This is an optimization exercise on Yosys and OpenROAD, whose aim is small area and few clock cycles, not a production implementation.
At most, simulation tests tie the RTL to the original design; equivalence was not proved.
The clock port is modelled as an ideal driver; clocking choices that lean on that would not hold on a real chip.
No activity file was given, so power comes from the tool's default toggle rates.

==> flow/design.v <==
`timescale 1ns/1ps
module image_capture_top (
  input  logic         clk,
  input  logic         mem_reset,
  input  logic         trigger,
  input  logic [15:0]  height,       
  input  logic [28:0]  start_addr,   
  input  logic [25:0]  s_beat,       
  input  logic         s_valid,
  output logic         s_ready,
  output logic         frame_done,
  output logic         skipped,
  output logic         mem_wr_req,
  output logic [156:0] mem_wr_cmd,   
  input  logic         mem_wr_ack,
  output logic         frame_written
);
  localparam logic [1:0] ST_IDLE  = 2'd0;   
  localparam logic [1:0] ST_WAIT  = 2'd1;   
  localparam logic [1:0] ST_STORE = 2'd2;   
  logic [1:0]  state;
  logic [15:0] lines_left;  
  logic [1:0]  slot;        
  logic [95:0] pix;         
  logic [28:3] wr_addr;     
  logic [2:0]  addr_lo;     
  logic sof, eol;
  logic fwd;                
  logic word_free;          
  logic fire;               
  logic ack;                
  logic line_last;
  logic [15:0] lborrow;     
  logic [25:0] acarry;      
  assign sof = s_beat[1];
  assign eol = s_beat[0];
  assign ack       = mem_wr_req && mem_wr_ack;
  assign word_free = !mem_wr_req || mem_wr_ack;
  assign fwd       = (state == ST_STORE) || ((state == ST_WAIT) && sof);
  assign s_ready   = fwd ? word_free : 1'b1;
  assign fire      = s_valid && fwd && word_free;
  assign line_last = (lines_left == 16'd1);
  always_comb begin
    lborrow[0] = 1'b1;
    acarry[0]  = 1'b1;
    for (int i = 1; i < 16; i++) lborrow[i] = lborrow[i-1] && !lines_left[i-1];
    for (int i = 1; i < 26; i++) acarry[i]  = acarry[i-1] && wr_addr[i+2];
  end
  always_ff @(posedge clk or posedge mem_reset) begin
    if (mem_reset) begin
      state         <= ST_IDLE;
      slot          <= 2'd0;
      mem_wr_req    <= 1'b0;
      frame_written <= 1'b0;
      skipped       <= 1'b0;
    end else begin
      skipped       <= 1'b0;
      frame_written <= ack && (state == ST_IDLE);
      if (ack) begin
        mem_wr_req <= 1'b0;
      end
      if (fire) begin
        slot <= slot + 1'b1;
        if (slot == 2'd3) mem_wr_req <= 1'b1;
      end
      case (state)
        ST_IDLE: begin
          if (trigger) state <= ST_WAIT;
          if (s_valid && sof) skipped <= 1'b1;
        end
        default: begin
          if (fire) begin
            state <= ST_STORE;
            if (eol && line_last) begin
              state <= ST_IDLE;
            end
          end
        end
      endcase
    end
  end
  assign frame_done = frame_written;
  always_ff @(posedge clk) begin
    for (int i = 0; i < 16; i++) begin
      if (state == ST_IDLE) begin
        lines_left[i] <= height[i];   
      end else begin
        lines_left[i] <= lines_left[i] ^ (fire && eol && lborrow[i]);
      end
    end
    if (fire) begin
      pix <= {pix[71:0], s_beat[25:2]};
    end
    addr_lo <= start_addr[2:0];   
    for (int i = 0; i < 26; i++) begin
      if (trigger) begin
        wr_addr[i+3] <= start_addr[i+3];
      end else begin
        wr_addr[i+3] <= wr_addr[i+3] ^ (ack && acarry[i]);
      end
    end
  end
  assign mem_wr_cmd = {wr_addr, addr_lo,
                       pix[95:72], 8'hff, pix[71:48], 8'hff,
                       pix[47:24], 8'hff, pix[23:0],  8'hff};
endmodule
export LEC_CHECK = 0
export ABC_AREA = 1
export CAP_MARGIN = 20
export CORE_MARGIN = 2
export CORE_UTILIZATION = 50
export SLEW_MARGIN = 20
create_clock -name core_clock -period 4.5 [get_ports {clk}]
standard.sh (not shown) runs the stock make flow with config.mk's settings and CLKGATE_MAP_FILE= SYNTH_SCRIPT=/design/flow/synth_recipe.tcl, a recipe that flattens the netlist after the stock synthesis.
==> flow/flow/run.sh <==
#!/bin/bash
# Standard ORFS layout, with the smallest buffer on each port, a clock tree of small buffers
# (upsized after CTS where their slew is high), logic cells downsized after CTS where slack
# allows, and one tie cell for the constant outputs.
set -euo pipefail
export BUFFER_PORTS_ARGS="-buffer_cell sky130_fd_sc_hd__buf_1"
export CTS_ARGS="-repair_clock_nets -buf_list sky130_fd_sc_hd__clkbuf_4 -dont_use_dummy_load"
export SKIP_REPAIR_TIE_FANOUT=1
export POST_CTS_TCL="$(pwd)/flow/post_cts.tcl"
bash standard.sh > flow_standard.log 2>&1
==> flow/flow/post_cts.tcl <==
estimate_parasitics -placement
set upsized 0
foreach inst [get_cells *] {
  set ref [get_property $inst ref_name]
  if {$ref != "sky130_fd_sc_hd__clkbuf_4"} { continue }
  set name [get_property $inst full_name]
  set net [get_nets -of_objects [get_pins $name/X]]
  set mx 0
  foreach p [get_pins -of_objects $net -filter "direction==input"] {
    set s [get_property $p slew_max]
    if {$s > $mx} { set mx $s }
  }
  if {$mx > 0.200} {
    replace_cell $inst sky130_fd_sc_hd__clkbuf_16
    incr upsized
  } elseif {$mx > 0.105} {
    replace_cell $inst sky130_fd_sc_hd__clkbuf_8
    incr upsized
  }
}
puts "post_cts: upsized $upsized clock buffers"
estimate_parasitics -placement

set ::slack_margin 0.6e-9
set ::slew_floor [expr {min(0.2, [sta::max_slew_check_slack_limit])}]
set ::cap_floor [expr {min(0.2, [sta::max_capacitance_check_slack_limit])}]
set lib_cells {}
foreach lc [get_lib_cells sky130_fd_sc_hd__*] { lappend lib_cells [get_name $lc] }
proc margins_ok {} {
  return [expr {[sta::worst_slack_cmd max] >= $::slack_margin
                && [sta::max_slew_check_slack_limit] >= $::slew_floor
                && [sta::max_capacitance_check_slack_limit] >= $::cap_floor}]
}
set downsized 0
foreach inst [get_cells *] {
  set name [get_property $inst full_name]
  set ref [get_property $inst ref_name]
  if {![regexp {^(sky130_fd_sc_hd__[a-z0-9]+)_(\d+)$} $ref -> base drive]} { continue }
  set kind [string range $base 17 end]
  if {[regexp {^(df|edf|sdf|dl|conb|tap|fill|decap|clkbuf|clkinv)} $kind]} { continue }
  foreach d {0 1 2 4} {
    if {$d >= $drive} { break }
    if {[lsearch -exact $lib_cells ${base}_$d] < 0} { continue }
    replace_cell $inst ${base}_$d
    if {[margins_ok]} {
      incr downsized
      break
    }
    replace_cell $inst $ref
  }
}
puts "post_cts: downsized $downsized logic cells"
detailed_placement
check_placement -verbose
estimate_parasitics -placement
report_worst_slack
Testbench counts at the start, summed over its fixed seeds: cycles 15,331.
Then changed:
--- a/flow/design.v
+++ b/flow/design.v
@@ -28,26 +28,18 @@
   logic fwd;                
   logic word_free;          
   logic fire;               
   logic ack;                
   logic line_last;
-  logic [15:0] lborrow;     
-  logic [25:0] acarry;      
   assign sof = s_beat[1];
   assign eol = s_beat[0];
   assign ack       = mem_wr_req && mem_wr_ack;
   assign word_free = !mem_wr_req || mem_wr_ack;
   assign fwd       = (state == ST_STORE) || ((state == ST_WAIT) && sof);
   assign s_ready   = fwd ? word_free : 1'b1;
   assign fire      = s_valid && fwd && word_free;
   assign line_last = (lines_left == 16'd1);
-  always_comb begin
-    lborrow[0] = 1'b1;
-    acarry[0]  = 1'b1;
-    for (int i = 1; i < 16; i++) lborrow[i] = lborrow[i-1] && !lines_left[i-1];
-    for (int i = 1; i < 26; i++) acarry[i]  = acarry[i-1] && wr_addr[i+2];
-  end
   always_ff @(posedge clk or posedge mem_reset) begin
     if (mem_reset) begin
       state         <= ST_IDLE;
       slot          <= 2'd0;
       mem_wr_req    <= 1'b0;
@@ -79,27 +71,23 @@
       endcase
     end
   end
   assign frame_done = frame_written;
   always_ff @(posedge clk) begin
-    for (int i = 0; i < 16; i++) begin
-      if (state == ST_IDLE) begin
-        lines_left[i] <= height[i];   
-      end else begin
-        lines_left[i] <= lines_left[i] ^ (fire && eol && lborrow[i]);
-      end
+    if (state == ST_IDLE) begin
+      lines_left <= height;   
+    end else begin
+      lines_left <= lines_left - {15'd0, fire && eol};
     end
     if (fire) begin
       pix <= {pix[71:0], s_beat[25:2]};
     end
     addr_lo <= start_addr[2:0];   
-    for (int i = 0; i < 26; i++) begin
-      if (trigger) begin
-        wr_addr[i+3] <= start_addr[i+3];
-      end else begin
-        wr_addr[i+3] <= wr_addr[i+3] ^ (ack && acarry[i]);
-      end
+    if (trigger) begin
+      wr_addr <= start_addr[28:3];
+    end else begin
+      wr_addr <= wr_addr + {25'd0, ack};
     end
   end
   assign mem_wr_cmd = {wr_addr, addr_lo,
                        pix[95:72], 8'hff, pix[71:48], 8'hff,
                        pix[47:24], 8'hff, pix[23:0],  8'hff};
Outcome: Final cell count went up by 18%. Total power went up by 29%. Clock skew went down by 0.0068 ns. Routed wire length went up by 20%. Non-clock buffer count went up by 2. Synthesized area went up by 8.0%. Final area went up by 7.9%. Setup slack gains 0.94 ns. Sequential power went up by 19%. Via count went up by 18%. Die area went up by 7.7%. Clock power went up by about 1%.
Only the layout flow was run in the second run of this note; the RTL was not checked for function there.

[re-timing with driven ports]
The flow's constraints put no driver on any port. The routed layouts listed below were extracted and timed again, unchanged, in two steps. Step 1 sets driving cells, clkbuf_16 on the clock port and buf_2 on the other inputs (assumed; they add their load-dependent delay and slew). Step 2 also shifts input and output timing later by t, the mid clock arrival at the registers, as if the neighbouring blocks saw the same clock. Slacks: ideal / step 1 / step 2; pairs: ideal / step 1.
run	t (ns)	setup slack, ns	worst setup path after step 2	worst register clock-pin slew, ns
the first run	0.382	0.534 / 0.549 / 0.167	input to register	0.11 / 0.11
the second run	0.392	1.469 / 1.486 / 1.094	input to register	0.10 / 0.10
After both steps every run listed still meets setup and hold. The setup slack of the second run, which loses most, moves by +0.017 ns with the drivers and by -0.375 ns with both steps.
